Background: an optimization exercise with open tools, aiming at small area. Do not read the settings as production practice. At most, simulation tests tie the RTL to the original design; equivalence was not proved. No functional check of the RTL was part of runs 1 to 4. The clock port is modelled as an ideal driver; clocking choices that lean on that would not hold on a real chip. No activity file was given, so power comes from the tool's default toggle rates.

### flow/design.v
`timescale 1ns/100ps
package invaders_pkg;
    typedef logic [11:0] coord_t;
    typedef logic [11:0] color_t;
    typedef logic [2:0]  slot_t;
    localparam int FIELD_WIDTH    = 640;
    localparam int NUM_INVADERS   = 8;
    localparam int NUM_LASERS     = 4;
    localparam int LASER_IDX_W    = $clog2(NUM_LASERS);
    localparam int INVADER_SIZE   = 32;
    localparam int CANNON_SIZE    = 32;
    localparam int CANNON_V       = 448;
    localparam int CANNON_STEP    = 2;
    localparam int CANNON_INIT_H  = 304;
    localparam int LASER_LEN      = 20;
    localparam int LASER_STEP     = 4;
    localparam int LASER_OFFSET_H = 16;
    localparam int DOWN_STEP      = 8;
    localparam color_t CANNON_COLOR = 12'hff0;
    localparam color_t LASER_COLOR  = 12'hfff;
    localparam bit [NUM_INVADERS-1:0] INVADER_INIT_ALIVE = 8'hff;
    localparam bit [NUM_INVADERS*12-1:0] INVADER_INIT_VPOS = {
        12'd64, 12'd64, 12'd64, 12'd64, 12'd0, 12'd0, 12'd0, 12'd0
    };
    localparam bit [NUM_INVADERS*12-1:0] INVADER_INIT_HPOS = {
        12'd320, 12'd256, 12'd192, 12'd128, 12'd320, 12'd256, 12'd192, 12'd128
    };
    localparam bit [NUM_INVADERS*12-1:0] INVADER_INIT_COLOR = {
        12'h88f, 12'h8f0, 12'hf80, 12'h0ff, 12'hf0f, 12'h00f, 12'h0f0, 12'hf00
    };
    typedef enum logic [1:0] {
        DIR_RIGHT,
        DIR_DOWN,
        DIR_LEFT
    } dir_t;
    typedef enum logic [2:0] {
        PH_IDLE,
        PH_SCAN,
        PH_MOVE,
        PH_CANNON,
        PH_LASERS
    } phase_t;
    localparam int UPDATE_CYCLES = 2 * NUM_INVADERS + 1 + NUM_LASERS;
endpackage
`timescale 1ns/100ps
`timescale 1ns/100ps
`timescale 1ns/100ps
`timescale 1ns/100ps
`timescale 1ns/100ps
`timescale 1ns/100ps
`timescale 1ns/100ps
module space_game_top (
    input  logic        clk25M,
    input  logic        reset,
    input  logic        frame_tick,
    input  logic        march_en,
    input  logic [3:0]  speed,
    input  logic        btn_left,
    input  logic        btn_right,
    input  logic        btn_fire,
    input  logic [11:0] whpos,
    input  logic [11:0] wvpos,
    input  logic [18:0] write_addr_in,
    input  logic        write_en,
    output logic [18:0] write_addr_out,
    output logic        write_en_out,
    output logic [11:0] vdin,
    output logic        update_busy
);
    logic [4:0] seq;
    wire        idle = ~|seq[3:0];                           
    wire        last = seq[3] & seq[2] & ~seq[1] & seq[0];   
    wire        upd  = seq[3] & ~seq[2] & seq[1];            
    always_ff @(posedge clk25M) begin
        if (reset || last) seq <= 5'd0;
        else if (idle)     seq <= {4'd0, frame_tick};
        else               seq <= {seq[3:0], seq[4] ^ seq[2]};
    end
    assign update_busy = !idle;
    logic [8:0] Hn;      
    logic [8:0] Yn;      
    logic [1:0] dir;     
    wire dl   = dir[0];
    wire down = dir[1];
    wire [8:0] hsum;     
    wire       hcar;     
    wire [8:0] ydec;     
    wire [8:0] Cnew;     
    wire edge_seen = dl ? hcar : (hsum < 9'd95);
    always_ff @(posedge clk25M) begin
        if (reset) begin
            Hn  <= ~9'd128;
            Yn  <= ~9'd0;
            dir <= 2'b00;
        end else if (upd && march_en) begin
            if (down) begin
                Yn  <= ydec;
                dir <= {1'b0, ~dl};
            end else if (edge_seen) begin
                dir <= {1'b1, dl};
            end else begin
                Hn  <= hsum;
            end
        end
    end
    logic [8:0] Cn;
    wire can_l  = btn_left && (Cn != ~9'd8);                   
    wire can_r  = !can_l && btn_right && (Cn > ~9'd312);       
    always_ff @(posedge clk25M) begin
        if (reset)                        Cn <= ~9'd160;
        else if (upd && (can_l || can_r)) Cn <= Cnew;
    end
    logic [3:0][6:0] E;
    logic [3:0][8:0] Xn;
    logic            spawned;
    wire win  = seq[4] & ((seq[3] & ~seq[0]) | (seq[2] & seq[0]));
    wire free0 = &E[0][6:4];               
    wire fire0 = win && free0 && btn_fire && !spawned;
    wire [7:0] eb;
    wire [6:0] edec;
    assign eb[0] = 1'b1;
    for (genvar j = 0; j < 7; j++) begin : g_edec
        assign edec[j] = E[0][j] ^ eb[j];
        assign eb[j+1] = eb[j] & ~E[0][j];
    end
    logic [6:0] e_in;
    always_comb begin
        if (win && !free0) e_in = edec;
        else if (fire0)    e_in = 7'd107;
        else               e_in = E[0];
    end
    always_ff @(posedge clk25M) begin
        E <= {e_in, E[3:1]} | {4{reset, reset, reset, 4'b0000}};
    end
    always_ff @(posedge clk25M) begin
        Xn <= {free0 ? Cn : Xn[0], Xn[3:1]};
    end
    always_ff @(posedge clk25M) begin
        spawned <= win && (spawned || fire0);
    end
    wire [9:0] vc;
    wire [8:0] vr;
    wire [8:0] va = wvpos[11:3] | {9{upd}};
    assign vc[0] = ~upd;
    for (genvar j = 0; j < 9; j++) begin : g_vsub
        assign vr[j]   = va[j] ^ Yn[j] ^ vc[j];
        assign vc[j+1] = (va[j] & Yn[j]) | (vc[j] & (va[j] ^ Yn[j]));
    end
    assign ydec = vr;
    wire wrapY = ~|Yn[8:3];                      
    wire row0  = vc[9] && (vr[8:2] == 7'd0);
    wire row1  = (vc[9] ^ wrapY) && (vr[8:2] == 7'd2);
    wire [10:0] hcy;
    wire [9:0]  hr;
    wire [9:0]  hnx = {1'b1, Hn};
    wire [9:0]  hop = {whpos[9], upd ? {{5{~dl}}, speed ^ {4{~dl}}} : whpos[8:0]};
    assign hcy[0] = upd ? ~dl : 1'b1;
    for (genvar j = 0; j < 10; j++) begin : g_hsub
        assign hr[j]    = hop[j] ^ hnx[j] ^ hcy[j];
        assign hcy[j+1] = (hop[j] & hnx[j]) | (hcy[j] & (hop[j] ^ hnx[j]));
    end
    assign hsum = hr[8:0];
    assign hcar = hcy[9];
    wire inv_hit = (row0 | row1) && (whpos[11:10] == 2'd0) && hcy[10] && (hr[9:8] == 2'd0) && !hr[5];
    wire [2:0] idx = {row1, hr[7:6]};
    wire [9:0] ccy;
    wire [8:0] cr;
    wire [8:0] cp  = upd ? {{8{~can_l}}, 1'b0} : whpos[9:1];
    assign ccy[0] = 1'b1;
    for (genvar j = 0; j < 9; j++) begin : g_csub
        assign cr[j]     = cp[j] ^ Cn[j] ^ ccy[j];
        assign ccy[j+1]  = (cp[j] & Cn[j]) | (ccy[j] & (cp[j] ^ Cn[j]));
    end
    assign Cnew = cr;
    wire can_h   = (whpos[11:10] == 2'd0) && (ccy[9] ? (cr[8:3] == 6'h00) : (cr[8:3] == 6'h3f));
    wire can_hit = can_h && (wvpos[11:5] == 7'd14);
    wire       w_ok = (wvpos[11:9] == 3'd0) && (wvpos[8:6] != 3'b111);
    wire [4:0] la   = wvpos[8:4];
    wire [1:0] lb   = wvpos[3:2];
    wire [5:0] lmb;
    wire [4:0] lam1;
    assign lmb[0] = 1'b1;
    for (genvar j = 0; j < 5; j++) begin : g_lam1
        assign lam1[j]  = la[j] ^ lmb[j];
        assign lmb[j+1] = lmb[j] & ~la[j];
    end
    wire lam1_ok = (la != 5'd0);
    wire [8:0] lp = whpos[9:1];
    wire [8:0] lq;
    wire [9:0] lqc;
    assign lqc[0] = whpos[0];
    for (genvar j = 0; j < 9; j++) begin : g_lq
        assign lq[j]    = lp[j] ^ lqc[j];
        assign lqc[j+1] = lp[j] & lqc[j];
    end
    wire lh_ok = (whpos[11:10] == 2'd0);
    logic [3:0] las_h;
    for (genvar i = 0; i < 4; i++) begin : g_lhit
        wire [4:0] c  = E[i][6:2];
        wire [1:0] f  = E[i][1:0];
        wire       ge = (lb[1] & ~f[1]) | (~(lb[1] ^ f[1]) & (lb[0] | ~f[0]));
        wire       le = (~lb[1] & f[1]) | (~(lb[1] ^ f[1]) & (~lb[0] | f[0]));
        wire       vh = ((la == c) && ge) || (lam1_ok && (lam1 == c) && le);
        wire       hh = (lp == ~Xn[i]) || (lq == ~Xn[i]);
        assign las_h[i] = vh && hh;
    end
    wire las_hit = w_ok && lh_ok && (|las_h);
    logic [3:0] inv_code;
    always_comb begin
        case (idx)
            3'd0: inv_code = 4'b0100;     
            3'd1: inv_code = 4'b0010;     
            3'd2: inv_code = 4'b0001;     
            3'd3: inv_code = 4'b0101;     
            3'd4: inv_code = 4'b0011;     
            3'd5: inv_code = 4'b1100;     
            3'd6: inv_code = 4'b1010;     
            default: inv_code = 4'b1001;  
        endcase
    end
    logic [3:0] code;
    always_comb begin
        if (inv_hit)      code = inv_code;
        else if (can_hit) code = 4'b0110;    
        else if (las_hit) code = 4'b0111;    
        else              code = 4'b0000;
    end
    logic [3:0] col;
    always_ff @(posedge clk25M) begin
        if (reset || !write_en) col <= 4'd0;
        else                    col <= code;
    end
    wire r3 = col[2] | col[3];
    wire g3 = col[1] | col[3];
    assign vdin = {r3, {3{col[2]}}, g3, {3{col[1]}}, {4{col[0]}}};
    always_ff @(posedge clk25M) begin
        write_addr_out <= write_addr_in;
        write_en_out   <= write_en & ~reset;
    end
endmodule
### flow/flow/run.sh
#!/bin/bash
# Standard ORFS layout (standard synthesis unchanged) with small port buffers
# and a light clock tree: clkbuf_4 leaves under a clkbuf_8 root; leaves whose
# estimated output slew is high are then swapped for clkbuf_8 before routing.
set -euo pipefail
export BUFFER_PORTS_ARGS="-buffer_cell sky130_fd_sc_hd__buf_1"
export CTS_ARGS="-sink_clustering_enable -repair_clock_nets -dont_use_dummy_load -buf_list sky130_fd_sc_hd__clkbuf_4 -root_buf sky130_fd_sc_hd__clkbuf_8"
bash standard.sh cts > standard_cts.log 2>&1
export RES=orfs/results/${FLOW_PLATFORM}/space_game_top/base
export PLAT=${FLOW_HOME}/platforms/${FLOW_PLATFORM}
export FIX_SLEW_PS=90
openroad -no_init -exit flow/fix_cts.tcl > fix_cts.log 2>&1
bash standard.sh finish > standard_finish.log 2>&1
### flow/flow/fix_cts.tcl
# Swap clkbuf_4 clock buffers whose output slew (placement estimate) is over
# FIX_SLEW_PS for clkbuf_8, legalize, and put the result back as the CTS result.
read_liberty $::env(PLAT)/lib/sky130_fd_sc_hd__tt_025C_1v80.lib
read_db $::env(RES)/4_cts.odb
read_sdc $::env(RES)/4_cts.sdc
source $::env(PLAT)/setRC.tcl
set_propagated_clock [all_clocks]
estimate_parasitics -placement
set lim $::env(FIX_SLEW_PS)
set big [[ord::get_db] findMaster sky130_fd_sc_hd__clkbuf_8]
set n 0
foreach inst [[ord::get_db_block] getInsts] {
  if {[[$inst getMaster] getName] == "sky130_fd_sc_hd__clkbuf_4"} {
    set pin [get_pins [$inst getName]/X]
    set s 0
    foreach e {rise fall} {
      set v [sta::time_ui_sta [get_property $pin slew_max_$e]]
      if {$v > $s} { set s $v }
    }
    if {$s * 1e12 > $lim} {
      $inst swapMaster $big
      incr n
      puts "upsized [$inst getName] (slew [format %.1f [expr {$s * 1e12}]] ps)"
    }
  }
}
puts "upsized $n clock buffers"
detailed_placement
check_placement
write_db $::env(RES)/4_1_cts.odb
after 1100
write_db $::env(RES)/4_cts.odb
### flow/standard.sh
#!/bin/bash
# synth_recipe.tcl (not shown) runs the flow's synth.tcl, then flattens the netlist and writes it again
# the make line also repeats each setting of config.mk as NAME=value (left out here)
make -C /OpenROAD-flow-scripts/flow DESIGN_CONFIG=/design/flow/config.mk WORK_HOME=/design/flow/orfs CLKGATE_MAP_FILE= SYNTH_SCRIPT=/design/flow/synth_recipe.tcl "${@:-finish}"
### flow/config.mk
export PLATFORM = sky130hd
export DESIGN_NAME = space_game_top
export DESIGN_NICKNAME = space_game_top
export VERILOG_FILES = /design/flow/design.v
export SDC_FILE = /design/flow/constraint.sdc
export NUM_CORES = 4
export LEC_CHECK = 0
export CAP_MARGIN = 20
export CORE_MARGIN = 2
export CORE_UTILIZATION = 65
export PLACE_DENSITY = 0.8
export SLEW_MARGIN = 20
### flow/constraint.sdc
create_clock -name core_clock -period 6.0 [get_ports {clk25M}]
set_input_delay 1.2000 -clock core_clock [delete_from_list [all_inputs] [get_ports {clk25M}]]
set_output_delay 1.2000 -clock core_clock [all_outputs]
set_load 0.01 [all_outputs]
==> impl_metrics.py, run 1 <==
metrics = {
    "status": {
        "status": "no timing/DRC/antenna violations",
    },
    "yosys": {
        "ys_seq_elements": 123,
        "synth_most_common_cell": "dfxtp_1",
        "async_reset_ff_share_pct": 0,
        "syn_inst": 654,
        "syn_area_sq_um": 6290,
        "synth_area_leader_cell": "dfxtp_1",
        "synthTopCellsByArea": "dfxtp_1 39%, xor2_1 9.9%, fa_1 8.3%",
        "synth_common_cells": "123 x dfxtp_1, 71 x xor2_1, 60 x nand2_1",
        "avgSynthCellArea_sq_um": 9.62,
        "synth_ff_type": "dfxtp_1",
        "synth_warnings": 1,
        "synth_top_area_share_pct": 39.2,
        "synth.distinct_cells": 52,
        "syn-num-nets": 761,
        "synth-edff-count": 0,
        "ys_seq_area_share_pct": 39.2,
    },
    "power": {
        "peakVddDrop_uv": 188,
        "total_power_mw": 1.42,
        "power.density_nw_per_um2": 203,
        "leakage_nw": 3.00,
    },
    "worst_setup_path": {
        "critical_path.startpoint": "wvpos[3]",
        "cp_max_fo": 4,
        "worstPathArrival_ns": 6.17,
        "crit_path_start_kind": "input port",
        "cp.required_ns": 6.32,
        "critPathKind": "in2reg",
        "rrSetupSlack_ns": 0.28,
        "cp-end-kind": "flip-flop",
        "r2r-start": "seq[2]",
    },
    "routing": {
        "drt_wl_total_mm": 14.5,
        "wl_per_cell_microns": 16.7,
        "drt_iter0_drc": 237,
        "final_antenna_net_count": 0,
        "drc_errors": 0,
        "vias_per_cell": 5.52,
        "dr.pass1.iters": 5,
        "vias": 4793,
    },
    "cells_and_area": {
        "layout-drive-gt1-share_pct": 10.5,
        "syn_to_final_growth_pct": 11.0,
        "fin_nets": 849,
        "final_area_sq_um": 6980,
        "diodes": 0,
    },
    "timing": {
        "tightestPinTransition_ns": 0.996,
        "finalCriticalPeriod_ns": 5.86,
        "hold_viol": 0,
        "rsz0062_at_grt": "false",
        "whs_ns": 0.341,
        "clock_skew_ns": 0.0203,
        "slew_viol_final": 0,
        "slew_headroom_pct": 33.5,
        "finalCritPeriodShare_pct": 97.6,
        "setup_viol": 0,
        "max_freq_mhz": 171,
    },
    "clocking": {
        "root_buffer": "clkbuf_8",
        "hold_buffers": 0,
        "h-tree-depth": 4,
        "numCtsBuffers": 17,
        "cts.sinks": 123,
        "clk_latency_ns": 0.42,
        "cts_tree": "built",
        "max-clock-path-buffers": 2,
        "path_clk_slew_ns": 0.09,
    },
    "floorplan": {
        "floorplan.rows": 35,
        "start_util_pct": 67.4,
        "core_area_sq_um": 9330,
        "die_h_microns": 102,
        "dieArea_sq_um": 10500,
        "io_pins": 88,
        "die_w_microns": 102,
    },
    "worst_hold_path": {
        "min_path_type": "reg2reg",
        "min_from": "E[9]",
    },
    "place": {
        "portBuffers": 85,
        "placed_area_sq_um": 6780,
        "dpl.hpwl_mm": 11.1,
        "place.gp.congestion": 0.908,
    },
    "global_routing": {
        "grt_overflow_total": 0,
        "track_usage_pct": 29.8,
        "grt_pass1_wl_mm": 23.5,
        "antenna_found_initial": 0,
        "grt_max_degree": 32,
        "first_global_vias": 5010,
    },
    "job": {
        "max_cap_viol_count": 0,
    },
}
==> report_power, final <==
part	total [mW]	internal (mW)	switching (mW)
Clock	0.415	0.160	0.256
Combinational	0.171	0.0736	0.0976
Sequential	0.830	0.825	0.00459
==> sequential cells by signal, indices dropped and copies added (netlist names) <==
| signal | count |
|---|---|
| Hn | 9 |
| dir | 2 |
| seq | 5 |
| E | 28 |
| Xn | 36 |
| Cn | 9 |
| col | 4 |
| write_en_out | 1 |
| spawned | 1 |
| Yn | 9 |
| write_addr_out | 19 |
==> layer usage <==
layer / share of wire (%) / vias to the layer above / track usage (%)
met1: 41 / 2269 / 34.7
met2: 50 / 156 / 51.4
met3: 5.4 / 40 / 8.14
met5: 0 / - / 0
met4: 3.0 / 0 / 13.2
li1: - / 2328 / -
==> critical path: stages <==
cell and delay [ns]:
clkbuf_2 0.13, nor2_1 0.08, fa_2 0.36, fa_2 0.37
fa_2 0.37, fa_2 0.37, fa_1 0.40, inv_1 0.08
fa_1 0.18, inv_1 0.06, fa_2 0.36, fa_1 0.39
inv_1 0.08, fa_1 0.45, or3_4 0.41, a211o_1 0.30
or2_4 0.27, a311oi_1 0.29
==> final cells by class <==
class / count / area (sq um)
Multi-Input combinational cell: 449 / 3540
Sequential cell: 123 / 2460
Fill cell: 718 / 2350
Timing Repair Buffer: 109 / 504
Tap cell: 129 / 161
Inverter: 42 / 158
Clock buffer: 17 / 153
==> kinds of logic (layout without fill, tap and decap cells) <==
logic type | count (synthesis) | count (layout) | share of synthesized area [%]
simple gates | 183 | 183 | 14.8
flops | 123 | 123 | 39.2
xor+xnor | 120 | 120 | 17.0
compound gates | 82 | 82 | 8.08
buf+inv | 82 | 168 | 5.63
fa+ha+maj | 52 | 52 | 13.5
mux | 12 | 12 | 1.93
==> per-stage QoR <==
stage               util [%]  setup slack, ns  setup TNS [ns]  instances
global route            74.8          0.00961               0        869
finish                  74.8            0.143               0        869
global placement        72.7           -0.316           -3.12        851
detailed placement      72.7           -0.412           -3.87        851
floorplan                  -          0.00851               0        654
CTS                     74.1          0.00771               0        868
==> layout by cell type, fill, tap and decap left out, types with 14 or more instances in the layout <==
cell type,count
dfxtp_1,122
buf_1,84
xor2_1,71
nand2_1,60
xnor2_1,47
inv_1,42
o21ai_0,28
ha_1,26
nor2_1,23
buf_4,23
nand3_1,19
nor4_1,17
a21oi_1,15
fa_1,14
==> final timing paths <==
path | endpoint | cells past startpoint
hold / removal | E[2] | 0
setup / recovery | col[1] | 18
setup reg to reg | col[1] | 19
hold reg to reg | E[2] | 0
==> timing repair <==
action | 4_1_cts | 5_1_grt
gates resized for setup | 0 | 11
buffers inserted | 0 | 1
endpoints found under the setup margin | 0 | 12
==> run 2, diff against run 1 <==
--- a/flow/flow/run.sh
+++ b/flow/flow/run.sh
@@ -6,2 +6,3 @@
 export BUFFER_PORTS_ARGS="-buffer_cell sky130_fd_sc_hd__buf_1"
+export GPL_KEEP_OVERFLOW=0
 export CTS_ARGS="-sink_clustering_enable -repair_clock_nets -dont_use_dummy_load -buf_list sky130_fd_sc_hd__clkbuf_4 -root_buf sky130_fd_sc_hd__clkbuf_8"
==> run 2 against run 1 <==
  * Clock-buffer cell count unchanged
  * Routed wire length down 0.56%
  * Die area unchanged
  * First-iteration DRC count up 16%
  * Total power up 2.5%
  * Clock power up 9.6%
  * Critical path depth up 2
  * Combinational power down 3%
  * Synthesized area unchanged
  * Flip-flop and latch count unchanged
  * Critical path type unchanged
  * Critical endpoint is now col[0]
  * Largest cell class unchanged
  * Largest power group unchanged
  * Highest routed layer unchanged
==> impl_metrics.py, run 2 <==
metrics = {
    "routing": {
        "drt_wl_total_mm": 14.4,
        "dr.pass1.iters": 4,
        "drt_iter0_drc": 276,
        "vias_per_cell": 5.71,
        "wl_per_cell_microns": 16.9,
        "final_antenna_net_count": 0,
        "vias": 4878,
        "drc_errors": 0,
    },
    "worst_setup_path": {
        "critPathTopFamily": "adder cells",
        "cp_max_fo": 6,
        "worst-path-buf-inv": 4,
        "crit_slowest_cell": "fa_1",
        "slowest_delay_ns": 0.44,
        "cp-end-kind": "flip-flop",
        "cp_cell_sequence": "clkbuf_4 > nor2_1 > fa_2 > fa_2 > fa_2 > fa_2 > fa_2 > inv_2 > fa_1 > inv_1 > fa_2 > fa_2 > inv_1 > fa_1 > or3_4 > a211o_1 > or2_4 > xnor2_2 > nand3_1 > o21ai_1",
        "crit_path_start_kind": "input port",
        "cp.required_ns": 6.27,
        "worstPathArrival_ns": 6.19,
        "critPathKind": "in2reg",
        "cpMostUsedCell": "fa_2",
    },
    "floorplan": {
        "start_util_pct": 67.4,
        "io_pins": 88,
        "die_w_microns": 102,
        "die_h_microns": 102,
        "floorplan.rows": 35,
        "core_area_sq_um": 9330,
        "dieArea_sq_um": 10500,
    },
    "cells_and_area": {
        "syn_to_final_growth_pct": 11.1,
        "final_common_cell": "dfxtp_1",
        "final_core_util_pct": 74.9,
        "regMostFlops": "Xn",
        "layout-drive-gt1-share_pct": 10.7,
        "fin_nets": 835,
        "reg_top3": "Xn (36), E (28), write_addr_out (19)",
        "largest_reg_flops": 36,
        "diodes": 0,
        "final_cell_mix": "120 x dfxtp_1, 82 x buf_1, 71 x xor2_1",
    },
    "global_routing": {
        "grt_overflow_total": 0,
        "antenna_found_initial": 0,
        "track_usage_pct": 28.2,
        "grt_pass1_wl_mm": 22.6,
        "grt_max_degree": 32,
        "first_global_vias": 4692,
    },
    "clocking": {
        "max-clock-path-buffers": 2,
        "path_clk_slew_ns": 0.07,
        "h-tree-depth": 4,
        "clk_latency_ns": 0.42,
        "root_buffer": "clkbuf_8",
        "cts_tree": "built",
        "numCtsBuffers": 17,
        "cts.sinks": 123,
    },
    "yosys": {
        "synth_ff_type": "dfxtp_1",
        "synthTopCellsByArea": "dfxtp_1 39%, xor2_1 9.9%, fa_1 8.3%",
        "syn_area_sq_um": 6290,
        "async_reset_ff_share_pct": 0,
        "syn-num-nets": 761,
        "syn_inst": 654,
        "synth_common_cells": "123 x dfxtp_1, 71 x xor2_1, 60 x nand2_1",
        "synth_warnings": 1,
        "avgSynthCellArea_sq_um": 9.62,
        "ys_seq_area_share_pct": 39.2,
        "synth_area_leader_cell": "dfxtp_1",
        "synth_top_area_share_pct": 39.2,
        "synth_most_common_cell": "dfxtp_1",
        "synth.distinct_cells": 52,
        "ys_seq_elements": 123,
        "synth-edff-count": 0,
    },
    "worst_hold_path": {
        "min_path_type": "reg2reg",
    },
    "timing": {
        "setup_viol": 0,
        "fin_setup_tns_ns": 0,
        "hold_viol": 0,
        "tightestPinTransition_ns": 1.02,
        "clock_skew_ns": 0.0263,
        "max_freq_mhz": 169,
        "whs_ns": 0.366,
        "slew_headroom_pct": 31.7,
        "finalCriticalPeriod_ns": 5.92,
        "finalCritPeriodShare_pct": 98.7,
        "setup_slack_ns": 0.0770,
        "slew_viol_final": 0,
    },
    "power": {
        "total_power_mw": 1.45,
        "peakVddDrop_uv": 173,
        "power.density_nw_per_um2": 208,
        "leakage_nw": 2.94,
    },
    "job": {
        "max_cap_viol_count": 0,
    },
    "place": {
        "place.gp.congestion": 0.918,
        "dpl.hpwl_mm": 10.6,
        "dp_slack_ns": -0.842,
        "portBuffers": 85,
    },
    "status": {
        "status": "no timing/DRC/antenna violations",
    },
}
## run 2: cell counts after synthesis
No cell type changed its count.
## run 2: where the power goes
part / leakage, nW / switching [mW] / internal, mW / total [mW]
Combinational: 1.84 / 0.0969 / 0.0694 / 0.166
Clock: 0.0989 / 0.267 / 0.187 / 0.455
Sequential: 1.01 / 0.00434 / 0.825 / 0.829
## run 2: layout make-up
type	count	area (sq um)
sequential	123	2470
tap	129	161
inverter	42	161
timing repair inverter	1	5.00
multi-input combinational	450	3610
fill	683	2340
clock buffer	17	178
timing repair buffer	93	400
## run 2: logic make-up (layout without fill, tap and decap cells)
logic type / Yosys count / after routing / share of synthesized area, %
buffers and inverters: 82 / 153 / 5.63
adders and majority gates: 52 / 52 / 13.5
DFF: 123 / 123 / 39.2
muxes: 12 / 12 / 1.93
AOI/OAI and AO/OA: 82 / 82 / 8.08
and+or+nand+nor: 183 / 184 / 14.8
xor gates and xnor gates: 120 / 120 / 17.0
## run 2: timing repair
| item | 4_1_cts | 5_1_grt |
|---|---|---|
| cloned | 1 | 1 |
| hold buffers | 0 | 0 |
| setup buffers | 4 | 4 |
| endpoints found under the hold margin | 0 | 0 |
| resized for setup | 8 | 22 |
| pin swaps | 3 | 16 |
| endpoints found under the setup margin | 14 | 12 |
## run 2: path summary, 6_finish.rpt
path                 start     end  slack [ns]  cells after the start
setup / recovery  wvpos[3]  col[0]        0.08                     20
hold / removal       E[16]    E[9]        0.37                      0
setup reg to reg    seq[2]  col[2]        0.15                     19
hold reg to reg      E[16]    E[9]        0.37                      0
## run 2: per-layer routing
metal / vias up / track usage (%) / wire length [microns]
li1: 2306 / - / -
met1: 2361 / 36.3 / 6050
met2: 179 / 46.9 / 7210
met3: 32 / 6.70 / 869
met4: 0 / 9.23 / 308
met5: - / 0 / 0
## run 2: metrics by stage
| step | std cells | instance area (sq um) |
|---|---|---|
| 6_report | 855 | 6990 |
| 5_1_grt | 855 | 6990 |
| 4_1_cts | 850 | 6830 |
| 3_5_place_dp | 828 | 6610 |
| 3_3_place_gp | 828 | 6610 |
| 2_1_floorplan | 654 | 6340 |
==> run 3, diff against run 2 <==
--- a/flow/flow/run.sh
+++ b/flow/flow/run.sh
@@ -6,3 +6,2 @@
 export BUFFER_PORTS_ARGS="-buffer_cell sky130_fd_sc_hd__buf_1"
-export GPL_KEEP_OVERFLOW=0
 export CTS_ARGS="-sink_clustering_enable -repair_clock_nets -dont_use_dummy_load -buf_list sky130_fd_sc_hd__clkbuf_4 -root_buf sky130_fd_sc_hd__clkbuf_8"
--- a/flow/config.mk
+++ b/flow/config.mk
@@ -9,4 +9,4 @@
 export CORE_MARGIN = 2
-export CORE_UTILIZATION = 65
-export PLACE_DENSITY = 0.8
+export CORE_UTILIZATION = 75
+export PLACE_DENSITY = 0.85
 export SLEW_MARGIN = 20
==> run 3 against run 2 <==
  * Sequential share of layout area hardly changed
  * Critical endpoint unchanged
  * Register-to-register slack gained 0.15 ns
  * First-iteration DRC count down 13%
  * Die area is 13% lower
  * Largest power group unchanged
  * Cell count fell by 1.1%
==> impl_metrics.py, run 3 <==
metrics = {
    "worst_setup_path": {
        "crit_path_start_kind": "input port",
        "cp_max_fo": 4,
        "cp-end-kind": "flip-flop",
        "worst-path-buf-inv": 4,
        "cp.required_ns": 6.31,
        "slowest_delay_ns": 0.42,
        "crit_slowest_cell": "fa_1",
        "cpMostUsedCell": "fa_2",
        "worstPathArrival_ns": 6.13,
        "critPathTopFamily": "adder cells",
        "cp_cell_sequence": "clkbuf_2 > nor2_1 > fa_2 > fa_2 > fa_2 > fa_2 > fa_1 > inv_1 > fa_1 > inv_1 > fa_2 > fa_1 > inv_2 > fa_1 > or3_1 > a211o_1 > or2_4 > xnor2_2 > nand3_1 > o21ai_1",
        "critPathKind": "in2reg",
    },
    "yosys": {
        "synth_top_area_share_pct": 39.2,
        "synth_area_leader_cell": "dfxtp_1",
        "syn_inst": 654,
        "synth_ff_type": "dfxtp_1",
        "avgSynthCellArea_sq_um": 9.62,
        "ys_seq_elements": 123,
        "syn-num-nets": 761,
        "synth-edff-count": 0,
        "syn_area_sq_um": 6290,
        "synth_most_common_cell": "dfxtp_1",
        "synth_common_cells": "123 x dfxtp_1, 71 x xor2_1, 60 x nand2_1",
        "synth_warnings": 1,
        "ys_seq_area_share_pct": 39.2,
        "synthTopCellsByArea": "dfxtp_1 39%, xor2_1 9.9%, fa_1 8.3%",
        "synth.distinct_cells": 52,
        "async_reset_ff_share_pct": 0,
    },
    "timing": {
        "max_freq_mhz": 172,
        "whs_ns": 0.356,
        "slew_viol_final": 0,
        "finalCriticalPeriod_ns": 5.82,
        "slew_headroom_pct": 31.4,
        "finalCritPeriodShare_pct": 97.0,
        "fin_setup_tns_ns": 0,
        "hold_viol": 0,
        "setup_viol": 0,
        "clock_skew_ns": 0.0301,
        "tightestPinTransition_ns": 1.03,
    },
    "clocking": {
        "root_buffer": "clkbuf_8",
        "numCtsBuffers": 17,
        "max-clock-path-buffers": 2,
        "hold_buffers": 0,
        "clk_latency_ns": 0.41,
        "path_clk_slew_ns": 0.09,
        "cts_tree": "built",
        "h-tree-depth": 4,
        "cts.sinks": 123,
    },
    "cells_and_area": {
        "final_cell_mix": "122 x dfxtp_1, 84 x buf_1, 71 x xor2_1",
        "multi_input_area_sq_um": 3530,
        "regMostFlops": "Xn",
        "fin_nets": 850,
        "final_cells": 846,
        "seqCellArea_sq_um": 2460,
        "final_common_cell": "dfxtp_1",
        "diodes": 0,
        "largest_reg_flops": 36,
        "n_fill_cell": 469,
        "reg_top3": "Xn (36), E (28), write_addr_out (19)",
        "syn_to_final_growth_pct": 10.8,
        "layout-drive-gt1-share_pct": 10.5,
    },
    "floorplan": {
        "core_area_sq_um": 8180,
        "dieArea_sq_um": 9130,
        "io_pins": 88,
        "floorplan.rows": 33,
        "die_w_microns": 95.6,
        "die_h_microns": 95.6,
        "start_util_pct": 76.9,
    },
    "routing": {
        "vias_per_cell": 5.80,
        "drc_errors": 0,
        "drt_iter0_drc": 240,
        "dr.pass1.iters": 5,
        "drt_wl_total_mm": 14.7,
        "wl_per_cell_microns": 17.4,
        "vias": 4906,
        "final_antenna_net_count": 0,
    },
    "worst_hold_path": {
        "min_path_type": "reg2reg",
    },
    "place": {
        "place.gp.congestion": 0.907,
        "place_inst": 828,
        "portBuffers": 85,
        "dpl.hpwl_mm": 11.2,
    },
    "global_routing": {
        "antenna_found_initial": 0,
        "grt_overflow_total": 0,
        "grt_max_degree": 32,
        "track_usage_pct": 33.6,
        "first_global_vias": 4927,
        "grt_pass1_wl_mm": 23.0,
    },
    "status": {
        "status": "no timing/DRC/antenna violations",
    },
    "power": {
        "power_switching_share_pct": 25.7,
        "p_seq_share_pct": 57.1,
        "p_switching_mw": 0.373,
        "peakVddDrop_uv": 230,
        "leakage_nw": 3.01,
        "combPwrFrac_pct": 11.8,
        "power.density_nw_per_um2": 209,
        "p_clk_share_pct": 31.1,
        "p_int_mw": 1.08,
    },
    "job": {
        "max_cap_viol_count": 0,
    },
}
run 3: cell count changes in the layout (fill, tap and decap cells not counted), sizes merged:
cell,delta
clkinvlp,-2
inv,+1
nand3,-1
clkbuf,-1
buf,+18
run 3: final timing paths:
check	slack [ns]	cells after the start	endpoint	startpoint
hold reg to reg	0.36	0	E[16]	E[23]
setup reg to reg	0.30	18	col[1]	Cn[3]
hold / removal	0.36	0	E[16]	E[23]
setup / recovery	0.18	20	col[0]	wvpos[3]
run 3: what timing repair did:
| item | CTS | global route |
|---|---|---|
| endpoints found under the setup margin | 1 | 12 |
| pin swaps | 1 | 3 |
| resized for setup | 0 | 10 |
| buffers inserted | 0 | 1 |
run 3: per-layer routing:
| metal | track usage, % | vias up | wire length (microns) |
|---|---|---|---|
| met4 | 11.9 | 0 | 369 |
| met1 | 38.8 | 2353 | 5830 |
| li1 | - | 2343 | - |
| met2 | 60.0 | 177 | 7700 |
| met3 | 8.46 | 33 | 844 |
| met5 | 0 | - | 0 |
run 3: final cells by class:
type                            instances  area share, %
Timing Repair Buffer                  110           7.35
Clock buffer                           17           2.46
Inverter                               42           2.26
Multi-Input combinational cell        449           50.7
Sequential cell                       123           35.4
Tap cell                              105           1.89
run 3: worst register-to-register path: cells and delay by family, from the launching register on:
kind	cells	cell delay, ns
adder cells (fa/ha/maj)	8	3.03
AO/OA/AOI/OAI	5	1.17
flip-flops	1	0.34
AND/OR/NAND/NOR	2	0.79
buffers and inverters	3	0.29
run 3: stage by stage:
| stage | cell area [sq um] | util [%] | setup WS [ns] | total power [mW] |
|---|---|---|---|---|
| after CTS | 6890 | 84.3 | 0.0193 | 1.40 |
| after detailed placement | 6760 | 82.7 | -0.417 | 1.02 |
| final | 6970 | 85.2 | 0.183 | 1.45 |
| after global routing | 6970 | 85.2 | -0.0382 | 1.50 |
| after global placement | 6760 | 82.7 | -0.314 | 1.01 |
| after floorplan | 6340 | - | 0.00851 | 0.959 |
run 3: logic make-up (layout without fill, tap and decap cells):
kind of cell | count (synthesis) | in the layout | synth area share [%]
buffers and inverters | 82 | 169 | 5.63
AND/OR/NAND/NOR | 183 | 183 | 14.8
XOR/XNOR | 120 | 120 | 17.0
multiplexers | 12 | 12 | 1.93
adder cells (fa/ha/maj) | 52 | 52 | 13.5
flip-flops | 123 | 123 | 39.2
AO/OA/AOI/OAI | 82 | 82 | 8.08
run 3: power groups by stage:
stage	Clock [mW]	Combinational [mW]	Sequential (mW)
finish	0.452	0.171	0.830
global route	0.483	0.186	0.831
CTS	0.401	0.168	0.830
detailed placement	0	0.167	0.849
global placement	0	0.160	0.848
floorplan	0	0.107	0.852
==> run 4, diff against run 3 <==
--- a/flow/config.mk
+++ b/flow/config.mk
@@ -9,4 +9,4 @@
 export CORE_MARGIN = 2
-export CORE_UTILIZATION = 75
-export PLACE_DENSITY = 0.85
+export CORE_UTILIZATION = 55
+export PLACE_DENSITY = 0.7
 export SLEW_MARGIN = 20
==> run 4 against run 3 <==
  * Still clean
  * Cell area up 1.5%
  * Clock power about the same
  * Core utilization down 22 points
  * Largest power group unchanged
  * Highest routed layer unchanged
==> impl_metrics.py, run 4 <==
metrics = {
    "cells_and_area": {
        "final_cell_mix": "123 x dfxtp_1, 84 x buf_1, 71 x xor2_1",
        "largest_reg_flops": 36,
        "n_fill_cell": 968,
        "regMostFlops": "Xn",
        "reg_top3": "Xn (36), E (28), write_addr_out (19)",
        "fin_nets": 851,
        "final_core_util_pct": 62.7,
        "diodes": 0,
        "final_area_sq_um": 7070,
        "syn_to_final_growth_pct": 12.5,
        "final_cells": 885,
        "layout-drive-gt1-share_pct": 11.3,
        "final_common_cell": "dfxtp_1",
    },
    "place": {
        "dpl.hpwl_mm": 11.1,
        "place_inst": 868,
        "place.gp.congestion": 0.923,
        "portBuffers": 85,
        "dp_slack_ns": -0.448,
        "placed_area_sq_um": 6820,
    },
    "timing": {
        "setup_slack_ns": 0.166,
        "finalCritPeriodShare_pct": 97.2,
        "slew_headroom_pct": 34.1,
        "max_freq_mhz": 171,
        "finalCriticalPeriod_ns": 5.83,
        "slew_viol_final": 0,
        "fin_setup_tns_ns": 0,
        "clock_skew_ns": 0.0276,
        "whs_ns": 0.343,
        "hold_viol": 0,
        "tightestPinTransition_ns": 0.987,
        "setup_viol": 0,
        "rsz0062_at_grt": "true",
    },
    "routing": {
        "wl_per_cell_microns": 16.3,
        "drc_errors": 0,
        "drt_iter0_drc": 290,
        "dr.pass1.iters": 4,
        "vias": 4743,
        "final_antenna_net_count": 0,
        "vias_per_cell": 5.36,
        "drt_wl_total_mm": 14.5,
    },
    "yosys": {
        "synth_top_area_share_pct": 39.2,
        "syn_inst": 654,
        "synth_warnings": 1,
        "ys_seq_area_share_pct": 39.2,
        "synth_ff_type": "dfxtp_1",
        "syn-num-nets": 761,
        "ys_seq_elements": 123,
        "synth_common_cells": "123 x dfxtp_1, 71 x xor2_1, 60 x nand2_1",
        "synth.distinct_cells": 52,
        "synthTopCellsByArea": "dfxtp_1 39%, xor2_1 9.9%, fa_1 8.3%",
        "async_reset_ff_share_pct": 0,
        "synth_most_common_cell": "dfxtp_1",
        "synth-edff-count": 0,
        "synth_area_leader_cell": "dfxtp_1",
        "avgSynthCellArea_sq_um": 9.62,
        "syn_area_sq_um": 6290,
    },
    "clocking": {
        "cts.sinks": 123,
        "clk_latency_ns": 0.42,
        "post_cts_buffers": 0,
        "h-tree-depth": 4,
        "path_clk_slew_ns": 0.09,
        "root_buffer": "clkbuf_8",
        "hold_buffers": 0,
        "max-clock-path-buffers": 2,
        "cts_tree": "built",
        "numCtsBuffers": 17,
    },
    "global_routing": {
        "first_global_vias": 4864,
        "track_usage_pct": 24.5,
        "antenna_found_initial": 0,
        "grt_overflow_total": 0,
        "grt_max_degree": 32,
        "grt_pass1_wl_mm": 23.6,
    },
    "status": {
        "status": "no timing/DRC/antenna violations",
    },
    "worst_hold_path": {
        "min_path_type": "reg2reg",
    },
    "floorplan": {
        "die_h_microns": 111,
        "floorplan.rows": 39,
        "io_pins": 88,
        "die_w_microns": 111,
        "dieArea_sq_um": 12300,
        "core_area_sq_um": 11300,
        "start_util_pct": 55.8,
    },
    "job": {
        "max_cap_viol_count": 0,
    },
    "power": {
        "leakage_nw": 3.03,
        "total_power_mw": 1.46,
        "peakVddDrop_uv": 172,
        "power.density_nw_per_um2": 206,
    },
    "worst_setup_path": {
        "crit_path_start_kind": "input port",
        "worstPathArrival_ns": 6.15,
        "cp.required_ns": 6.31,
        "critPathKind": "in2reg",
        "cp-end-kind": "flip-flop",
        "cp_max_fo": 4,
    },
}
==> run 4: cell counts after synthesis <==
No cell type changed its count.
==> run 4: cell families (layout without fill, tap and decap cells) <==
| group | Yosys count | after routing | synth area share (%) |
|---|---|---|---|
| muxes | 12 | 12 | 1.93 |
| and+or+nand+nor | 183 | 183 | 14.8 |
| AOI/OAI and AO/OA | 82 | 82 | 8.08 |
| buffers and inverters | 82 | 170 | 5.63 |
| xor gates and xnor gates | 120 | 120 | 17.0 |
| adders and majority gates | 52 | 52 | 13.5 |
| DFF | 123 | 123 | 39.2 |
==> run 4: final timing paths <==
check                              start      to  slack (ns)  cells after the start
worst max-delay path            wvpos[3]  col[0]        0.17                     20
worst min-delay path                E[9]    E[2]        0.34                      0
worst max register to register     Cn[3]  col[1]        0.27                     18
worst min register to register      E[9]    E[2]        0.34                      0
==> run 4: where the power goes <==
group          switching [mW]  internal (mW)
logic                  0.0966         0.0743
registers             0.00424          0.825
clock network           0.261          0.194
==> run 4: repair_timing <==
item / in CTS / in global routing
resized for setup: 1 / 13
pin swaps: 0 / 2
endpoints found under the setup margin: 2 / 12
==> run 4: per-layer routing <==
layer / wire [microns] / track usage (%)
met1: 6270 / 30.7
met2: 7070 / 40.7
met3: 735 / 6.34
met4: 386 / 9.33
met5: 0 / 0
==> run 4: final cells by class <==
class	instances	area [sq um]	share of cell area (%)
clock buffer	17	184	2.60
inverter	42	158	2.23
multi-input combinational	449	3570	50.5
sequential	123	2460	34.8
tap	143	179	2.53
timing repair buffer	111	515	7.29
==> run 4: worst max-delay path: stages <==
cell     delay (ns)
buf_2          0.12
nor2_1         0.07
fa_2           0.37
fa_2           0.37
fa_2           0.37
fa_2           0.38
fa_1           0.41
inv_1          0.08
fa_1           0.18
inv_1          0.06
fa_1           0.42
fa_2           0.38
inv_2          0.06
fa_1           0.44
or3_4          0.42
a211o_4        0.30
or2_4          0.25
xnor2_2        0.13
nand3_1        0.07
o21ai_1        0.06
==> run 5, diff against run 4 <==
--- a/flow/design.v
+++ b/flow/design.v
@@ -112,3 +112,3 @@
     end
-    logic [3:0][6:0] E;
+    logic [3:0][6:0] En;     
     logic [3:0][8:0] Xn;
@@ -116,10 +116,10 @@
     wire win  = seq[4] & ((seq[3] & ~seq[0]) | (seq[2] & seq[0]));
-    wire free0 = &E[0][6:4];               
+    wire free0 = ~|En[0][6:4];             
     wire fire0 = win && free0 && btn_fire && !spawned;
     wire [7:0] eb;
-    wire [6:0] edec;
+    wire [6:0] einc;
     assign eb[0] = 1'b1;
-    for (genvar j = 0; j < 7; j++) begin : g_edec
-        assign edec[j] = E[0][j] ^ eb[j];
-        assign eb[j+1] = eb[j] & ~E[0][j];
+    for (genvar j = 0; j < 7; j++) begin : g_einc
+        assign einc[j] = En[0][j] ^ eb[j];
+        assign eb[j+1] = eb[j] & En[0][j];
     end
@@ -127,8 +127,8 @@
     always_comb begin
-        if (win && !free0) e_in = edec;
-        else if (fire0)    e_in = 7'd107;
-        else               e_in = E[0];
-    end
-    always_ff @(posedge clk25M) begin
-        E <= {e_in, E[3:1]} | {4{reset, reset, reset, 4'b0000}};
+        if (win && !free0) e_in = einc;
+        else if (fire0)    e_in = ~7'd107;
+        else               e_in = En[0];
+    end
+    always_ff @(posedge clk25M) begin
+        En <= {e_in, En[3:1]} & {4{~reset, ~reset, ~reset, 4'b1111}};
     end
@@ -198,4 +198,4 @@
     for (genvar i = 0; i < 4; i++) begin : g_lhit
-        wire [4:0] c  = E[i][6:2];
-        wire [1:0] f  = E[i][1:0];
+        wire [4:0] c  = ~En[i][6:2];
+        wire [1:0] f  = ~En[i][1:0];
         wire       ge = (lb[1] & ~f[1]) | (~(lb[1] ^ f[1]) & (lb[0] | ~f[0]));
--- a/flow/config.mk
+++ b/flow/config.mk
@@ -9,4 +9,4 @@
 export CORE_MARGIN = 2
-export CORE_UTILIZATION = 55
-export PLACE_DENSITY = 0.7
+export CORE_UTILIZATION = 70
+export PLACE_DENSITY = 0.85
 export SLEW_MARGIN = 20
==> run 5 against run 4 <==
  * Still clean on timing, DRC and antenna
  * First-iteration DRC count shrank 21%
  * Global-route usage grew 6.3 points
  * Core utilization grew 17 points
  * Die area shrank 20%
  * Clock skew grew 0.0040 ns
  * Sequential share of layout area grew 0.61 points
  * Setup slack lost 0.071 ns
  * Largest cell class unchanged
==> impl_metrics.py, run 5 <==
metrics = {
    "timing": {
        "hold_viol": 0,
        "fin_setup_tns_ns": 0,
        "clock_skew_ns": 0.0316,
        "finalCriticalPeriod_ns": 5.90,
        "max_freq_mhz": 169,
        "finalCritPeriodShare_pct": 98.4,
        "rsz0062_at_grt": "true",
        "slew_viol_final": 0,
        "slew_headroom_pct": 39.1,
        "tightestPinTransition_ns": 0.913,
        "setup_viol": 0,
    },
    "place": {
        "dpl.hpwl_mm": 11.1,
        "place.gp.congestion": 0.974,
        "portBuffers": 85,
        "placed_area_sq_um": 6750,
    },
    "floorplan": {
        "start_util_pct": 72.3,
        "die_h_microns": 98.9,
        "floorplan.rows": 34,
        "io_pins": 88,
        "dieArea_sq_um": 9780,
        "die_w_microns": 98.9,
        "core_area_sq_um": 8720,
    },
    "clocking": {
        "max-clock-path-buffers": 2,
        "clk_latency_ns": 0.42,
        "h-tree-depth": 4,
        "path_clk_slew_ns": 0.09,
        "hold_buffers": 0,
        "cts_tree": "built",
        "numCtsBuffers": 17,
        "root_buffer": "clkbuf_8",
        "cts.sinks": 123,
    },
    "yosys": {
        "synth_warnings": 1,
        "synth-edff-count": 0,
        "synth_ff_type": "dfxtp_1",
        "avgSynthCellArea_sq_um": 9.51,
        "syn-num-nets": 770,
        "async_reset_ff_share_pct": 0,
        "ys_seq_area_share_pct": 39.0,
        "syn_area_sq_um": 6310,
        "synth_common_cells": "123 x dfxtp_1, 82 x xor2_1, 47 x inv_1",
        "synthTopCellsByArea": "dfxtp_1 39%, xor2_1 11%, fa_1 8.3%",
        "synth_most_common_cell": "dfxtp_1",
        "ys_seq_elements": 123,
        "synth_top_area_share_pct": 39.0,
        "synth_area_leader_cell": "dfxtp_1",
        "synth.distinct_cells": 45,
        "syn_inst": 663,
    },
    "worst_hold_path": {
        "min_from": "En[16]",
        "hold_path_depth": 0,
        "hold_end": "En[9]",
        "min_path_type": "reg2reg",
    },
    "cells_and_area": {
        "diodes": 0,
        "regMostFlops": "Xn",
        "final_common_cell": "dfxtp_1",
        "layout-drive-gt1-share_pct": 8.47,
        "fin_nets": 853,
        "syn_to_final_growth_pct": 10.2,
        "reg_top3": "Xn (36), En (28), write_addr_out (19)",
        "n_fill_cell": 582,
        "largest_reg_flops": 36,
        "final_area_sq_um": 6950,
        "final_cell_mix": "123 x dfxtp_1, 83 x buf_1, 82 x xor2_1",
    },
    "power": {
        "leakage_nw": 2.95,
        "peakVddDrop_uv": 201,
        "power.density_nw_per_um2": 211,
    },
    "routing": {
        "wl_per_cell_microns": 17.2,
        "vias": 4955,
        "drt_wl_total_mm": 14.7,
        "drc_errors": 0,
        "vias_per_cell": 5.82,
        "dr.pass1.iters": 5,
        "final_antenna_net_count": 0,
        "drt_iter0_drc": 229,
    },
    "worst_setup_path": {
        "r2r-start": "seq[2]",
        "critPathKind": "in2reg",
        "crit_path_start_kind": "input port",
        "slowest_delay_ns": 0.53,
        "cp-end-kind": "flip-flop",
        "rrSetupSlack_ns": 0.22,
        "cp.required_ns": 6.30,
        "crit_slowest_cell": "fa_1",
        "r2r_cells": 19,
        "cp_max_fo": 3,
        "worstPathArrival_ns": 6.21,
        "cpMostUsedCell": "fa_1",
        "r2r_end": "col[1]",
        "cp_cell_sequence": "buf_1 > nand2_1 > ha_1 > fa_1 > inv_1 > fa_1 > inv_1 > fa_1 > fa_1 > fa_1 > fa_1 > fa_1 > fa_1 > nor4_1 > a31oi_1 > nor4_2 > a211oi_1 > a311oi_1",
    },
    "global_routing": {
        "grt_overflow_total": 0,
        "first_global_vias": 4899,
        "grt_max_degree": 46,
        "track_usage_pct": 30.8,
        "grt_pass1_wl_mm": 23.4,
        "antenna_found_initial": 0,
    },
    "status": {
        "status": "no timing/DRC/antenna violations",
    },
    "job": {
        "max_cap_viol_count": 0,
    },
}
[run 5: changes by cell type in the layout (fill, tap and decap cells not counted), moves of 11 or more]
cell,previous run,this run
xnor2_1,47,36
nor2_1,23,41
a211o_1,0,19
xor2_1,71,82
nand2_1,60,42
[run 5: through the flow]
stage | instances | util [%] | setup WS, ns | power [mW] | hold slack, ns
after global routing | 852 | 79.7 | -0.0528 | 1.51 | 0.351
after floorplan | 663 | - | 0.0166 | 0.969 | 0.349
after global placement | 834 | 77.4 | -0.269 | 1.02 | 0.355
after CTS | 851 | 78.9 | 0.0398 | 1.41 | 0.345
after detailed placement | 834 | 77.4 | -0.410 | 1.03 | 0.358
final | 852 | 79.7 | 0.0956 | 1.46 | 0.343
[run 5: power by group]
group	internal, mW	leakage, nW	switching [mW]
sequential	0.828	1.00	0.00604
clock	0.187	0.0989	0.263
combinational	0.0754	1.85	0.104
total	1.09	2.95	0.373
[run 5: layout make-up]
class / count / area [sq um] / area share [%]
flip-flops and latches: 123 / 2460 / 35.4
well taps: 108 / 135 / 1.94
multi-input cells: 448 / 3500 / 50.3
clock buffers: 17 / 178 / 2.56
repair buffers: 109 / 502 / 7.22
inverters: 47 / 176 / 2.54
[run 5: how the worst max path moves through the flow]
stage | startpoint | to | slack [ns]
floorplan | wvpos[3] | col[0] | 0.02
global placement | wvpos[3] | col[0] | -0.27
detailed placement | wvpos[3] | col[0] | -0.41
CTS | wvpos[3] | col[0] | 0.04
global route | wvpos[3] | col[2] | -0.05
finish | whpos[1] | col[1] | 0.1
[run 5: timing repair]
item	CTS	global route
setup buffers	0	1
resized for setup	0	5
setup endpoints to repair	0	13
[run 5: kinds of logic after synthesis]
family          count (synthesis)  share of synthesized area (%)
fa+ha+maj                      52                           13.4
mux                             2                          0.317
flops                         123                           39.0
simple gates                  184                           14.6
xor+xnor                      119                           16.6
buf+inv                        92                           6.21
compound gates                 91                           9.78
[run 5: critical path: cells and delay by family]
family / cells / cell delay, ns
buf+inv: 3 / 0.29
simple gates: 3 / 0.69
fa+ha+maj: 9 / 3.50
compound gates: 3 / 0.54
[run 5: per-layer routing]
metal  global-route usage [%]  part of all wire (%)  vias to the layer above
li1                         -                     -                     2348
met1                     40.9                    42                     2384
met2                     51.4                    50                      199
met3                     6.60                   6.9                       24
met4                     8.22                   1.4                        0
met5                        0                     0                        -
==> run 6, diff against run 5 <==
--- a/flow/config.mk
+++ b/flow/config.mk
@@ -9,4 +9,4 @@
 export CORE_MARGIN = 2
-export CORE_UTILIZATION = 70
-export PLACE_DENSITY = 0.85
+export CORE_UTILIZATION = 65
+export PLACE_DENSITY = 0.8
 export SLEW_MARGIN = 20
==> run 6 against run 5 <==
  * Flip-flop and latch count unchanged
  * Largest power group unchanged
  * Die area increased by 7.4%
  * Global-route usage decreased by 2.3 points
  * Core utilization decreased by 5.2 points
  * Critical path type unchanged
  * Clock power decreased by 4%
  * Combinational power about the same
==> impl_metrics.py, run 6 <==
metrics = {
    "cells_and_area": {
        "layout-drive-gt1-share_pct": 8.34,
        "final_cells": 872,
        "reg_top3": "Xn (36), En (28), write_addr_out (19)",
        "fin_nets": 852,
        "n_fill_cell": 733,
        "syn_to_final_growth_pct": 10.2,
        "final_cell_mix": "123 x dfxtp_1, 83 x buf_1, 82 x xor2_1",
        "largest_reg_flops": 36,
        "diodes": 0,
        "regMostFlops": "Xn",
        "seqCellArea_sq_um": 2460,
        "multi_input_area_sq_um": 3490,
        "final_common_cell": "dfxtp_1",
    },
    "worst_setup_path": {
        "cp.required_ns": 6.33,
        "cpMostUsedCell": "fa_2",
        "cp_cell_sequence": "buf_1 > xor2_1 > nor2_1 > a21oi_2 > fa_1 > inv_1 > fa_1 > fa_2 > fa_2 > fa_2 > fa_2 > fa_2 > fa_1 > inv_1 > fa_1 > a311oi_2 > nand3_2 > buf_4 > buf_4 > nor2_1 > a211o_1",
        "critPathKind": "in2reg",
        "worstPathArrival_ns": 6.16,
        "cp-end-kind": "flip-flop",
        "crit_slowest_cell": "fa_1",
        "slowest_delay_ns": 0.44,
        "crit_path_start_kind": "input port",
        "cp_max_fo": 10,
    },
    "yosys": {
        "synth_warnings": 1,
        "synth_area_leader_cell": "dfxtp_1",
        "synth_top_area_share_pct": 39.0,
        "syn_inst": 663,
        "syn_area_sq_um": 6310,
        "ys_seq_elements": 123,
        "ys_seq_area_share_pct": 39.0,
        "synth_common_cells": "123 x dfxtp_1, 82 x xor2_1, 47 x inv_1",
        "synth-edff-count": 0,
        "synth_most_common_cell": "dfxtp_1",
        "avgSynthCellArea_sq_um": 9.51,
        "synth_ff_type": "dfxtp_1",
        "syn-num-nets": 770,
        "synthTopCellsByArea": "dfxtp_1 39%, xor2_1 11%, fa_1 8.3%",
        "async_reset_ff_share_pct": 0,
        "synth.distinct_cells": 45,
    },
    "power": {
        "p_clk_share_pct": 30.0,
        "combPwrFrac_pct": 12.2,
        "power_switching_share_pct": 25.4,
        "power.density_nw_per_um2": 207,
        "p_int_mw": 1.08,
        "total_power_mw": 1.44,
        "peakVddDrop_uv": 227,
        "leakage_nw": 2.94,
        "p_seq_share_pct": 57.8,
        "p_switching_mw": 0.366,
    },
    "timing": {
        "clock_skew_ns": 0.0291,
        "max_freq_mhz": 172,
        "finalCriticalPeriod_ns": 5.82,
        "hold_viol": 0,
        "slew_headroom_pct": 40.7,
        "finalCritPeriodShare_pct": 97.0,
        "setup_viol": 0,
        "tightestPinTransition_ns": 0.890,
        "fin_setup_tns_ns": 0,
        "slew_viol_final": 0,
    },
    "floorplan": {
        "floorplan.rows": 35,
        "io_pins": 88,
        "die_h_microns": 102,
        "start_util_pct": 67.6,
        "dieArea_sq_um": 10500,
        "die_w_microns": 102,
        "core_area_sq_um": 9330,
    },
    "worst_hold_path": {
        "min_path_type": "reg2reg",
    },
    "routing": {
        "drt_wl_total_mm": 14.1,
        "drc_errors": 0,
        "vias": 4804,
        "drt_iter0_drc": 206,
        "wl_per_cell_microns": 16.2,
        "vias_per_cell": 5.51,
        "final_antenna_net_count": 0,
        "dr.pass1.iters": 5,
    },
    "global_routing": {
        "grt_max_degree": 46,
        "antenna_found_initial": 0,
        "grt_overflow_total": 0,
        "first_global_vias": 4768,
        "track_usage_pct": 28.5,
        "grt_pass1_wl_mm": 22.8,
    },
    "place": {
        "dpl.hpwl_mm": 11.0,
        "portBuffers": 85,
        "place_inst": 854,
        "place.gp.congestion": 0.913,
    },
    "clocking": {
        "path_clk_slew_ns": 0.09,
        "max-clock-path-buffers": 2,
        "numCtsBuffers": 17,
        "clk_latency_ns": 0.41,
        "root_buffer": "clkbuf_8",
        "h-tree-depth": 4,
        "cts.sinks": 123,
        "cts_tree": "built",
    },
    "status": {
        "status": "no timing/DRC/antenna violations",
    },
    "job": {
        "max_cap_viol_count": 0,
    },
}
run 6: area by class of cell:
type,count,area share [%]
multi-input combinational,448,50.2
sequential,123,35.4
timing repair buffer,108,7.11
inverter,47,2.54
clock buffer,17,2.38
tap,129,2.32
run 6: final timing paths:
kind | startpoint | to | slack, ns | cells past startpoint
max | speed[0] | Hn[0] | 0.18 | 21
min | En[7] | En[0] | 0.37 | 0
max reg2reg | seq[2] | Hn[0] | 0.28 | 21
min reg2reg | En[7] | En[0] | 0.37 | 0
run 6: kinds of logic (layout without fill, tap and decap cells):
logic type / after synthesis / count (layout) / share of synthesized area (%)
AO/OA/AOI/OAI: 91 / 91 / 9.78
flip-flops: 123 / 123 / 39.0
XOR/XNOR: 119 / 119 / 16.6
multiplexers: 2 / 2 / 0.317
adder cells (fa/ha/maj): 52 / 52 / 13.4
buffers and inverters: 92 / 172 / 6.21
AND/OR/NAND/NOR: 184 / 184 / 14.6
run 6: worst max-delay path, delay by kind of cell:
kind                     cells  cell delay (ns)
buffers and inverters        5             0.56
AND/OR/NAND/NOR              3             0.34
adder cells (fa/ha/maj)      9             3.32
XOR/XNOR                     1             0.17
AO/OA/AOI/OAI                3             0.56
run 6: what timing repair did:
item,CTS,global route
endpoints found under the setup margin,0,13
setup buffers,0,1
resized for setup,0,5
hold endpoints to repair,0,0
hold buffers,0,0
run 6: power groups by stage:
stage                     registers (mW)  clock network (mW)  logic (mW)
after floorplan                    0.855                   0       0.114
after global placement             0.852                   0       0.167
after detailed placement           0.852                   0       0.172
after CTS                          0.833               0.401       0.173
after global routing               0.834               0.467       0.191
final                              0.833               0.433       0.176
run 6: through the flow:
stage / setup slack, ns / instance area (sq um) / utilization, % / hold WS [ns]
final: 0.179 / 6950 / 74.5 / 0.367
after global placement: -0.288 / 6770 / 72.5 / 0.354
after CTS: 0.0513 / 6900 / 74.0 / 0.366
after global routing: -0.00134 / 6950 / 74.5 / 0.373
after floorplan: 0.0166 / 6350 / - / 0.349
after detailed placement: -0.381 / 6770 / 72.5 / 0.358
run 6: routing by layer:
metal  wire, microns  vias up  global-route usage [%]  part of all wire (%)
met1            6230     2285                    36.9                    44
li1                -     2346                       -                     -
met3             834       21                    6.24                   5.9
met4             196        0                    9.23                   1.4
met5               0        -                       0                     0
met2            6890      152                    47.8                    49
==> run 7, diff against run 6 <==
--- a/flow/config.mk
+++ b/flow/config.mk
@@ -10,3 +10,3 @@
 export CORE_UTILIZATION = 65
-export PLACE_DENSITY = 0.8
+export PLACE_DENSITY = 0.9
 export SLEW_MARGIN = 20
==> run 7 against run 6 <==
  * Setup slack improved by 0.048 ns
  * Critical path type unchanged
  * Synthesized cell count unchanged
  * Sequential share of layout area increased by 0.064 points
==> impl_metrics.py, run 7 <==
metrics = {
    "timing": {
        "slew_viol_final": 0,
        "setup_viol": 0,
        "fin_setup_tns_ns": 0,
        "max_freq_mhz": 173,
        "rsz0062_at_grt": "false",
        "whs_ns": 0.360,
        "finalCritPeriodShare_pct": 96.2,
        "slew_headroom_pct": 46.7,
        "tightestPinTransition_ns": 0.798,
        "finalCriticalPeriod_ns": 5.77,
        "clock_skew_ns": 0.0300,
        "hold_viol": 0,
        "setup_slack_ns": 0.227,
    },
    "yosys": {
        "synth_area_leader_cell": "dfxtp_1",
        "ys_seq_area_share_pct": 39.0,
        "synth_most_common_cell": "dfxtp_1",
        "syn_area_sq_um": 6310,
        "synth_common_cells": "123 x dfxtp_1, 82 x xor2_1, 47 x inv_1",
        "syn_inst": 663,
        "synth_top_area_share_pct": 39.0,
        "synth-edff-count": 0,
        "async_reset_ff_share_pct": 0,
        "synthTopCellsByArea": "dfxtp_1 39%, xor2_1 11%, fa_1 8.3%",
        "synth_ff_type": "dfxtp_1",
        "avgSynthCellArea_sq_um": 9.51,
        "synth_warnings": 1,
        "syn-num-nets": 770,
        "ys_seq_elements": 123,
        "synth.distinct_cells": 45,
    },
    "routing": {
        "drc_errors": 0,
        "vias": 4835,
        "wl_per_cell_microns": 16.4,
        "drt_wl_total_mm": 14.2,
        "dr.pass1.iters": 5,
        "drt_iter0_drc": 257,
        "vias_per_cell": 5.55,
        "final_antenna_net_count": 0,
    },
    "cells_and_area": {
        "layout-drive-gt1-share_pct": 7.95,
        "fin_nets": 851,
        "reg_top3": "Xn (36), En (28), write_addr_out (19)",
        "final_common_cell": "dfxtp_1",
        "seqCellArea_sq_um": 2460,
        "syn_to_final_growth_pct": 10.0,
        "largest_reg_flops": 36,
        "n_fill_cell": 694,
        "final_cell_mix": "123 x dfxtp_1, 84 x buf_1, 82 x xor2_1",
        "diodes": 0,
        "regMostFlops": "Xn",
        "multi_input_area_sq_um": 3490,
    },
    "clocking": {
        "root_buffer": "clkbuf_8",
        "numCtsBuffers": 17,
        "cts.sinks": 123,
        "clk_latency_ns": 0.43,
        "cts_tree": "built",
        "max-clock-path-buffers": 2,
        "path_clk_slew_ns": 0.07,
        "h-tree-depth": 4,
        "hold_buffers": 0,
    },
    "floorplan": {
        "floorplan.rows": 35,
        "core_area_sq_um": 9330,
        "die_h_microns": 102,
        "start_util_pct": 67.6,
        "dieArea_sq_um": 10500,
        "io_pins": 88,
        "die_w_microns": 102,
    },
    "worst_setup_path": {
        "r2r-start": "seq[2]",
        "critical_path.startpoint": "wvpos[3]",
        "critPathKind": "in2reg",
        "cpMostUsedCell": "fa_1",
        "crit_end": "col[2]",
        "cp_max_fo": 5,
        "r2r_cells": 19,
        "crit_path_start_kind": "input port",
        "worstPathArrival_ns": 6.09,
        "cp.required_ns": 6.32,
        "cp_cell_sequence": "clkbuf_2 > nor2_1 > fa_2 > fa_2 > fa_2 > fa_2 > fa_1 > inv_1 > fa_1 > inv_1 > fa_1 > fa_1 > inv_1 > fa_1 > or3_1 > a211o_1 > xnor2_1 > a21oi_1 > nor2b_1 > nor3_1",
        "cp-end-kind": "flip-flop",
        "rrSetupSlack_ns": 0.33,
        "r2r_end": "Hn[5]",
        "crit_slowest_cell": "fa_1",
        "slowest_delay_ns": 0.44,
    },
    "global_routing": {
        "grt_max_degree": 46,
        "first_global_vias": 4926,
        "antenna_found_initial": 0,
        "track_usage_pct": 29.0,
        "grt_overflow_total": 0,
        "grt_pass1_wl_mm": 22.9,
    },
    "status": {
        "status": "no timing/DRC/antenna violations",
    },
    "place": {
        "dpl.hpwl_mm": 11.2,
        "portBuffers": 85,
        "dp_slack_ns": -0.410,
        "place.gp.congestion": 0.993,
    },
    "power": {
        "peakVddDrop_uv": 208,
        "power.density_nw_per_um2": 208,
        "leakage_nw": 2.93,
    },
    "job": {
        "max_cap_viol_count": 0,
    },
    "worst_hold_path": {
        "min_path_type": "reg2reg",
    },
}
## run 7: cell counts after synthesis
No cell type changed its count.
## run 7: power breakdown
part           switching, mW  total [mW]  leakage, nW  internal, mW
sequential           0.00628       0.834         1.00         0.827
clock                  0.261       0.434       0.0937         0.173
combinational          0.102       0.176         1.83        0.0740
## run 7: cells by family (layout without fill, tap and decap cells)
| family | count (synthesis) | in the layout | synth area share (%) |
|---|---|---|---|
| compound gates | 91 | 91 | 9.78 |
| xor+xnor | 119 | 119 | 16.6 |
| fa+ha+maj | 52 | 52 | 13.4 |
| buf+inv | 92 | 171 | 6.21 |
| flops | 123 | 123 | 39.0 |
| mux | 2 | 2 | 0.317 |
| simple gates | 184 | 184 | 14.6 |
## run 7: critical path, delay by kind of cell
family	cells	cell delay, ns
adders and majority gates	9	3.29
AOI/OAI and AO/OA	2	0.46
buffers and inverters	4	0.33
xor gates and xnor gates	1	0.15
and+or+nand+nor	4	0.65
## run 7: per-layer routing
metal  vias up  global-route usage [%]  share of wire (%)
met5         -                       0                  0
met4         0                    12.9                2.8
met3        40                    6.51                6.2
met2       170                    49.4                 49
met1      2283                    35.3                 42
li1       2342                       -                  -
## run 7: worst min-delay path by stage
stage	from	depth (start not counted)	slack, ns	to
floorplan	Xn[26]	0	0.35	Xn[17]
global placement	Xn[35]	0	0.35	Xn[26]
detailed placement	En[16]	0	0.36	En[9]
CTS	En[16]	0	0.36	En[9]
global route	En[16]	0	0.37	En[9]
finish	En[16]	0	0.36	En[9]
## run 7: repair_timing
action                                  CTS  global route
setup buffers                             0             1
endpoints found under the setup margin    0            12
resized for setup                         0             4
## run 7: layout make-up
class / count / share of cell area [%]
clock buffer: 17 / 2.38
inverter: 47 / 2.54
multi-input combinational: 448 / 50.3
sequential: 123 / 35.5
tap: 129 / 2.33
timing repair buffer: 107 / 7.00
## run 7: metrics by stage
| step | util [%] | instance area [sq um] | total power, mW | instances |
|---|---|---|---|---|
| finish | 74.4 | 6940 | 1.44 | 871 |
| global route | 74.4 | 6940 | 1.49 | 871 |
| CTS | 73.9 | 6890 | 1.41 | 870 |
| detailed placement | 72.4 | 6760 | 1.03 | 853 |
| global placement | 72.4 | 6760 | 1.02 | 853 |
| floorplan | - | 6350 | 0.969 | 663 |

what the ideal ports hide:
The results above use ideal ports. As a check the final layouts listed here were re-extracted and re-timed, cells and wires unchanged.
Step 1, drivers: a clkbuf_16 drives clk25M and a buf_2 each remaining input, both assumed.
Step 2 moves the port delays by t, midway between the first and last clock arrival at a register: inputs arrive t later, outputs are due t later. That takes back most of the time a late clock gives input paths.
Three values: no drivers, after step 1, after step 2; two values: the first two.
| run | t, ns | slack for setup (ns) | worst register clock-pin slew, ns |
|---|---|---|---|
| run 1 | 0.442 | 0.143 / 0.156 / -0.286 | 0.09 / 0.09 |
| run 2 | 0.441 | 0.077 / 0.088 / -0.353 | 0.09 / 0.09 |
| run 3 | 0.433 | 0.183 / 0.194 / -0.239 | 0.09 / 0.09 |
| run 4 | 0.446 | 0.166 / 0.178 / -0.268 | 0.09 / 0.09 |
| run 5 | 0.442 | 0.096 / 0.104 / -0.338 | 0.09 / 0.09 |
| run 6 | 0.429 | 0.179 / 0.185 / -0.244 | 0.09 / 0.09 |
| run 7 | 0.447 | 0.227 / 0.232 / -0.214 | 0.09 / 0.09 |
With both steps, setup timing fails in every run listed, where it was met with ideal ports. The setup slack of run 7, which loses most, moves by +0.005 ns with the drivers and by -0.441 ns with both steps.
